Background: an optimization exercise with open tools, aiming at small area. Do not read the settings as production practice.
Only simulation tests tie the RTL to the original design; equivalence was not proved.
Power figures rest on the tool's default switching activity, not on a simulated workload.

Setup of JK:
==> module triangle_fifo, before the edit <==
module triangle_fifo #(
    parameter int DEPTH = 4,
    parameter int WIDTH = 171
) (
    input  logic                     clk_i,
    input  logic                     rst_ni,
    input  logic                     push_i,
    input  logic [WIDTH-1:0]         data_i,
    input  logic                     pop_i,
    output logic [WIDTH-1:0]         data_o,
    output logic                     full_o,
    output logic                     empty_o,
    output logic [$clog2(DEPTH):0]   count_o
);
    localparam int PTR_W = $clog2(DEPTH);
    localparam logic [PTR_W:0] FULL_COUNT = (PTR_W + 1)'(DEPTH);
    logic [WIDTH-1:0]   mem_q [DEPTH];
    logic [PTR_W-1:0]   wr_ptr_q;
    logic [PTR_W-1:0]   rd_ptr_q;
    logic [PTR_W:0]     count_q;
    logic               do_push;
    logic               do_pop;
    assign do_pop  = pop_i && (count_q != '0);
    assign do_push = push_i && ((count_q != FULL_COUNT) || do_pop);
    always_ff @(posedge clk_i) begin
        for (int i = 0; i < DEPTH; i++) begin
            if (do_push && (wr_ptr_q == PTR_W'(i))) begin
                mem_q[i] <= data_i;
            end
        end
    end
    assign wr_ptr_q = rd_ptr_q + count_q[PTR_W-1:0];
    always_ff @(posedge clk_i) begin
        if (do_pop) begin
            rd_ptr_q <= rd_ptr_q + 1'b1;
        end
    end
    always_ff @(posedge clk_i or negedge rst_ni) begin
        if (!rst_ni) begin
            count_q <= '0;
        end else begin
            case ({do_push, do_pop})
                2'b10:   count_q <= count_q + 1'b1;
                2'b01:   count_q <= count_q - 1'b1;
                default: count_q <= count_q;
            endcase
        end
    end
    always_comb begin
        data_o = '0;
        for (int i = 0; i < DEPTH; i++) begin
            data_o = data_o | ({WIDTH{rd_ptr_q == PTR_W'(i)}} & mem_q[i]);
        end
    end
    assign full_o  = (count_q == FULL_COUNT);
    assign empty_o = (count_q == '0);
    assign count_o = count_q;
endmodule
Settings: LEC_CHECK=0, CAP_MARGIN=20, CORE_MARGIN=2, CORE_UTILIZATION=45, SLEW_MARGIN=20; clock period 6.0 ns.
run.sh (not shown) runs the stock make flow with config.mk's settings and CLKGATE_MAP_FILE= SYNTH_SCRIPT=/design/flow/synth_recipe.tcl, a recipe that flattens the netlist after the stock synthesis.
JK finished end to end and its layout was clean on timing, DRC and antenna.
### JK -> MS
--- a/flow/design.v
+++ b/flow/design.v
@@ -12,33 +12,49 @@
     output logic                     empty_o,
     output logic [$clog2(DEPTH):0]   count_o
 );
-    localparam int PTR_W = $clog2(DEPTH);
+    localparam int PTR_W  = $clog2(DEPTH);
+    localparam int RING_N = DEPTH - 1;
     localparam logic [PTR_W:0] FULL_COUNT = (PTR_W + 1)'(DEPTH);
-    logic [WIDTH-1:0]   mem_q [DEPTH];
-    logic [PTR_W-1:0]   wr_ptr_q;
-    logic [PTR_W-1:0]   rd_ptr_q;
+    logic [WIDTH-1:0]   head_q;
+    logic [WIDTH-1:0]   ring_q [RING_N];
+    logic [PTR_W-1:0]   wr_ptr_q, rd_ptr_q;
     logic [PTR_W:0]     count_q;
-    logic               do_push;
-    logic               do_pop;
+    logic               do_push, do_pop;
+    logic               head_from_in, head_en, ring_wr;
+    logic [WIDTH-1:0]   head_d;
     assign do_pop  = pop_i && (count_q != '0);
     assign do_push = push_i && ((count_q != FULL_COUNT) || do_pop);
+    assign head_from_in = (count_q[PTR_W:1] == '0);
+    assign head_en      = pop_i || (count_q == '0);
+    assign ring_wr      = do_push && !((count_q == '0) || ((count_q == (PTR_W + 1)'(1)) && do_pop));
+    always_comb begin
+        head_d = {WIDTH{head_from_in}} & data_i;
+        for (int i = 0; i < RING_N; i++) begin
+            head_d = head_d | ({WIDTH{!head_from_in && (rd_ptr_q == PTR_W'(i))}} & ring_q[i]);
+        end
+    end
     always_ff @(posedge clk_i) begin
-        for (int i = 0; i < DEPTH; i++) begin
-            if (do_push && (wr_ptr_q == PTR_W'(i))) begin
-                mem_q[i] <= data_i;
+        if (head_en) begin
+            head_q <= head_d;
+        end
+        for (int i = 0; i < RING_N; i++) begin
+            if (ring_wr && (wr_ptr_q == PTR_W'(i))) begin
+                ring_q[i] <= data_i;
             end
         end
     end
-    assign wr_ptr_q = rd_ptr_q + count_q[PTR_W-1:0];
-    always_ff @(posedge clk_i) begin
-        if (do_pop) begin
-            rd_ptr_q <= rd_ptr_q + 1'b1;
-        end
-    end
     always_ff @(posedge clk_i or negedge rst_ni) begin
         if (!rst_ni) begin
-            count_q <= '0;
+            wr_ptr_q <= '0;
+            rd_ptr_q <= '0;
+            count_q  <= '0;
         end else begin
+            if (ring_wr) begin
+                wr_ptr_q <= (wr_ptr_q == PTR_W'(RING_N - 1)) ? '0 : wr_ptr_q + 1'b1;
+            end
+            if (do_pop && !head_from_in) begin
+                rd_ptr_q <= (rd_ptr_q == PTR_W'(RING_N - 1)) ? '0 : rd_ptr_q + 1'b1;
+            end
             case ({do_push, do_pop})
                 2'b10:   count_q <= count_q + 1'b1;
                 2'b01:   count_q <= count_q - 1'b1;
@@ -46,12 +62,7 @@
             endcase
         end
     end
-    always_comb begin
-        data_o = '0;
-        for (int i = 0; i < DEPTH; i++) begin
-            data_o = data_o | ({WIDTH{rd_ptr_q == PTR_W'(i)}} & mem_q[i]);
-        end
-    end
+    assign data_o  = head_q;
     assign full_o  = (count_q == FULL_COUNT);
     assign empty_o = (count_q == '0);
     assign count_o = count_q;
Results
[compare] base=JK new=MS: register-to-register slack increased 0.69 ns; reported net switching power increased 4100 uW; share of the synthesized netlist area taken by xor and xnor gates essentially unchanged; total number of vias decreased 561; area after synthesis decreased about 0.55%.
Compared with JK, MS improves slack of the critical path.
NOTE: power in MS exceeds that of JK
Worst relative slew slack (lower): MS
Wire: MS routes less than JK
Compared with JK, in MS sequential portion of the cell area picked up an extra 3.4 points, number of DRC markers after the initial detailed-route iteration picked up an extra about 4%.
The largest net degree at the start of global routing of MS exceeds that of JK by 36%.
Relative to JK, the total global routing track utilization of MS is lower by 2.2 points.

static timing again, ports no longer ideal:
The results above use ideal ports. As a check the final layouts listed here were re-extracted and re-timed, cells and wires unchanged. Step 1 (the two cells are an assumption about what drives the block):
set clk [get_ports {clk_i}]
set_driving_cell -lib_cell sky130_fd_sc_hd__clkbuf_16 $clk
set_driving_cell -lib_cell sky130_fd_sc_hd__buf_2 [delete_from_list [all_inputs] $clk]
Step 2 also shifts input and output timing later by t, the mid clock arrival at the registers, as if the neighbouring blocks saw the same clock. a / b / c = no drivers / after step 1 / after step 2; a / b = the first two.
run | shift t [ns] | slack for setup (ns) | hold slack, ns | clock arrival spread, ns | worst slew at a driven data input, ns
JK | 0.705 | 0.080 / 0.015 / 0.720 | 0.332 / 0.332 / 0.332 | 0.026 / 0.026 | 0.12
MS | 0.697 | 0.145 / 0.080 / 0.777 | 0.330 / 0.330 / 0.330 | 0.022 / 0.022 | 0.11
After both steps every run listed still meets setup and hold.
